What follows belongs to an exercise in optimizing a design on an open flow for small area and few clock cycles per item; a production flow would make more cautious choices.
In this exercise RTL edits were held to simulation tests only and were not proved equivalent to the original.

==> flow/design.v (excerpt) <==
module note_hue_to_rgb_colour (
	input  logic                          clk,
	input  logic                          arst_n,
	input  logic                          psel,
	input  logic                          penable,
	input  logic                          pwrite,
	input  logic [2:0]                    paddr,
	input  logic [31:0]                   pwdata,
	output logic [31:0]                   prdata,
	output logic                          pready,
	input  logic                          note_valid,
	output logic                          note_ready,
	input  logic [nhc_pkg::NOTE_W-1:0]    note_number,
	input  logic [nhc_pkg::CHAN_W-1:0]    saturation,
	input  logic [nhc_pkg::CHAN_W-1:0]    brightness,
	input  logic [nhc_pkg::CHAN_W-1:0]    opacity,
	output logic                          rgb_valid,
	input  logic                          rgb_ready,
	output logic [nhc_pkg::CHAN_W-1:0]    red,
	output logic [nhc_pkg::CHAN_W-1:0]    green,
	output logic [nhc_pkg::CHAN_W-1:0]    blue,
	output logic [nhc_pkg::CHAN_W-1:0]    alpha_out
);
Settings: LEC_CHECK=0, ABC_AREA=1, CAP_MARGIN=20, CORE_MARGIN=2, CORE_UTILIZATION=40, SLEW_MARGIN=20; clock period 17.0 ns.
standard.sh (not shown) runs the stock make flow with config.mk's settings and CLKGATE_MAP_FILE= SYNTH_SCRIPT=/design/flow/synth_recipe.tcl, a recipe that flattens the netlist after the stock synthesis.
==> flow/flow/run.sh <==
#!/bin/bash
# the standard flow, with two changes: synthesis skips the early abc pass of yosys's synth
# (the full adders are extracted from the design as written), and port buffers use buf_1
export SYNTH_ARGS="-noabc"
export BUFFER_PORTS_ARGS="-buffer_cell sky130_fd_sc_hd__buf_1"
bash standard.sh > standard.log 2>&1
The first run ran to the end with no violations.
Testbench counts at the start, summed over its fixed seeds: cycles 16,448, items 16,384.
Next try:
==> flow/run.sh (new file) <==
#!/bin/bash
# synth_recipe.tcl (not shown) runs the flow's synth.tcl, then flattens the netlist and writes it again
# the make line also repeats each setting of config.mk as NAME=value (left out here)
make -C /OpenROAD-flow-scripts/flow DESIGN_CONFIG=/design/flow/config.mk WORK_HOME=/design/flow/orfs CLKGATE_MAP_FILE= SYNTH_SCRIPT=/design/flow/synth_recipe.tcl finish
- ABC_AREA: 1 -> unset
- CORE_UTILIZATION: 40 -> 70
- PLACE_DENSITY: unset -> 0.8
removed: flow/flow/run.sh
removed: flow/standard.sh
Result:
- maximum frequency hardly moves
- worst setup slack loses 0.031 ns
- critical path depth is higher by 11
- die area falls by 40%
- global-route usage is higher by 12 points
- synthesized cell count goes down by 0.98%
- design area rose by 6.5%
- worst hold slack hardly moves
- via count climbs by 6.0%
- wire length grows by 2.6%
Next try:
==> flow/flow/run.sh (new file) <==
#!/bin/bash
# lay out with the standard flow, port buffers of the smallest buffer cell
export BUFFER_PORTS_ARGS="-buffer_cell sky130_fd_sc_hd__buf_1"
bash standard.sh > standard.log 2>&1
==> flow/standard.sh (new file) <==
#!/bin/bash
# synth_recipe.tcl (not shown) runs the flow's synth.tcl, then flattens the netlist and writes it again
# the make line also repeats each setting of config.mk as NAME=value (left out here)
make -C /OpenROAD-flow-scripts/flow DESIGN_CONFIG=/design/flow/config.mk WORK_HOME=/design/flow/orfs CLKGATE_MAP_FILE= SYNTH_SCRIPT=/design/flow/synth_recipe.tcl "${@:-finish}"
- CORE_UTILIZATION: 70 -> 40
- PLACE_DENSITY: 0.8 -> unset
removed: flow/run.sh
Result:
- synthesized area stays the same
- cell area goes down by 1.7%
- setup slack gains 0.19 ns
- utilization is lower by 34 points
- final cell count came out higher by 12%
- global-route usage went down by 12 points
- clock skew went down by 0.0058 ns
- worst hold slack barely changes

========
Another version of the RTL of note_hue_to_rgb_colour (not shown whole).
Size in the first run: about 1200 cells after synthesis, roughly 140 I/O pins, ~0.015 mm^2 of cells after synthesis.
==> flow/config.mk <==
export PLATFORM = sky130hd
export DESIGN_NAME = note_hue_to_rgb_colour
export DESIGN_NICKNAME = note_hue_to_rgb_colour
export VERILOG_FILES = /design/flow/design.v
export SDC_FILE = /design/flow/constraint.sdc
export NUM_CORES = 4
export LEC_CHECK = 0
export ABC_AREA = 1
export CAP_MARGIN = 5
export CORE_MARGIN = 2
export CORE_UTILIZATION = 40
export CTS_BUF_LIST = sky130_fd_sc_hd__clkbuf_8
export SLEW_MARGIN = 5
==> flow/constraint.sdc <==
create_clock -name core_clock -period 17.0 [get_ports {clk}]
set_input_delay 3.4000 -clock core_clock [delete_from_list [all_inputs] [get_ports {clk}]]
set_output_delay 3.4000 -clock core_clock [all_outputs]
set_load 0.01 [all_outputs]
==> flow/flow/run.sh <==
#!/bin/bash
# Layout: the standard flow (standard.sh), with these changes
#  - synthesis: yosys synth without its early abc pass (SYNTH_ARGS=-noabc), so that the full
#    adders are extracted from the arithmetic as written, and the final abc mapping uses
#    flow/abc_small.script (area only). Registers are inferred and mapped as in the standard
#    synthesis, which also runs here; each register then takes the instance name the standard
#    synthesis gave the register driving the same net (flow/names.py).
#  - port buffers are buf_1 cells; clock tree without dummy loads; one tie cell per constant
# Each tool's output goes to a log in this folder.
set -euo pipefail
here=$(pwd)
res=orfs/results/sky130hd/note_hue_to_rgb_colour/base
# 1. the standard synthesis (register names)
bash standard.sh synth > standard_synth.log 2>&1
cp $res/1_2_yosys.v standard_1_2_yosys.v
# 2. our synthesis, in its own work folder
{ cat flow/synth.tcl; tail -n +2 synth_recipe.tcl; } > my_synth.tcl
sed -e "s#SYNTH_SCRIPT=[^ ]*#SYNTH_SCRIPT=$here/my_synth.tcl#" -e "s#WORK_HOME=[^ ]*#WORK_HOME=$here/orfs_my#" standard.sh > my_synth.sh
SYNTH_ARGS="-noabc" FLOW_ABC_SCRIPT="$here/flow/abc_small.script" bash my_synth.sh synth > my_synth.log 2>&1
python3 flow/names.py standard_1_2_yosys.v orfs_my/results/sky130hd/note_hue_to_rgb_colour/base/1_2_yosys.v our_1_2_yosys.v > names.log 2>&1
# 3. the rest of the standard flow on our netlist
cp our_1_2_yosys.v $res/1_2_yosys.v
rm -f $res/1_synth.odb $res/1_synth.sdc
touch $res/1_2_yosys.v
export BUFFER_PORTS_ARGS="-buffer_cell sky130_fd_sc_hd__buf_1"
export CTS_ARGS="-sink_clustering_enable -repair_clock_nets -buf_list sky130_fd_sc_hd__clkbuf_8 -dont_use_dummy_load"
export SKIP_REPAIR_TIE_FANOUT=1
bash standard.sh > standard.log 2>&1
Other scripts of this flow, unchanged in this note and not shown: flow/flow/abc_small.script, flow/flow/names.py, flow/flow/synth.tcl
The baseline ran to the end with no violations.
Testbench counts at the start, summed over its fixed seeds: cycles 16,448, items 16,384.
Edit:
Settings changed: CAP_MARGIN 5 to 20, SLEW_MARGIN 5 to 20.
=>
- The changed run went through all stages and came out clean
- cell count does not change
- non-clock buffer count does not change
- area after synthesis does not change
- count of clock-buffer cells in the layout does not change
- clock skew does not change
- flip-flop and latch count is unchanged
- die area stays the same
- final area does not change

port drivers added, routing unchanged:
Ports are ideal in the flow. The routed layouts listed here were re-timed in OpenROAD.
Step 1, drivers: a clkbuf_16 drives clk and a buf_2 each remaining input, both assumed.
Step 2 also shifts input and output timing later by t, the mid clock arrival at the registers, as if the neighbouring blocks saw the same clock.
Three values: ideal, step 1, step 2; two values: the first two.
run	t, ns	setup slack, ns	slew at the worst register clock pin (ns)	pins driven straight from the clock port
the first run of note 1	0.495	0.756 / 0.756 / 0.649	0.07 / 0.07	1
the second run of note 1	0.486	0.726 / 0.726 / 0.640	0.09 / 0.09	1
the third run of note 1	0.498	0.917 / 0.917 / 0.917	0.08 / 0.08	1
the first run of note 2	0.522	0.763 / 0.763 / 0.305	0.11 / 0.11	1
the second run of note 2	0.522	0.763 / 0.763 / 0.305	0.11 / 0.11	1
After both steps every run listed still meets setup and hold.
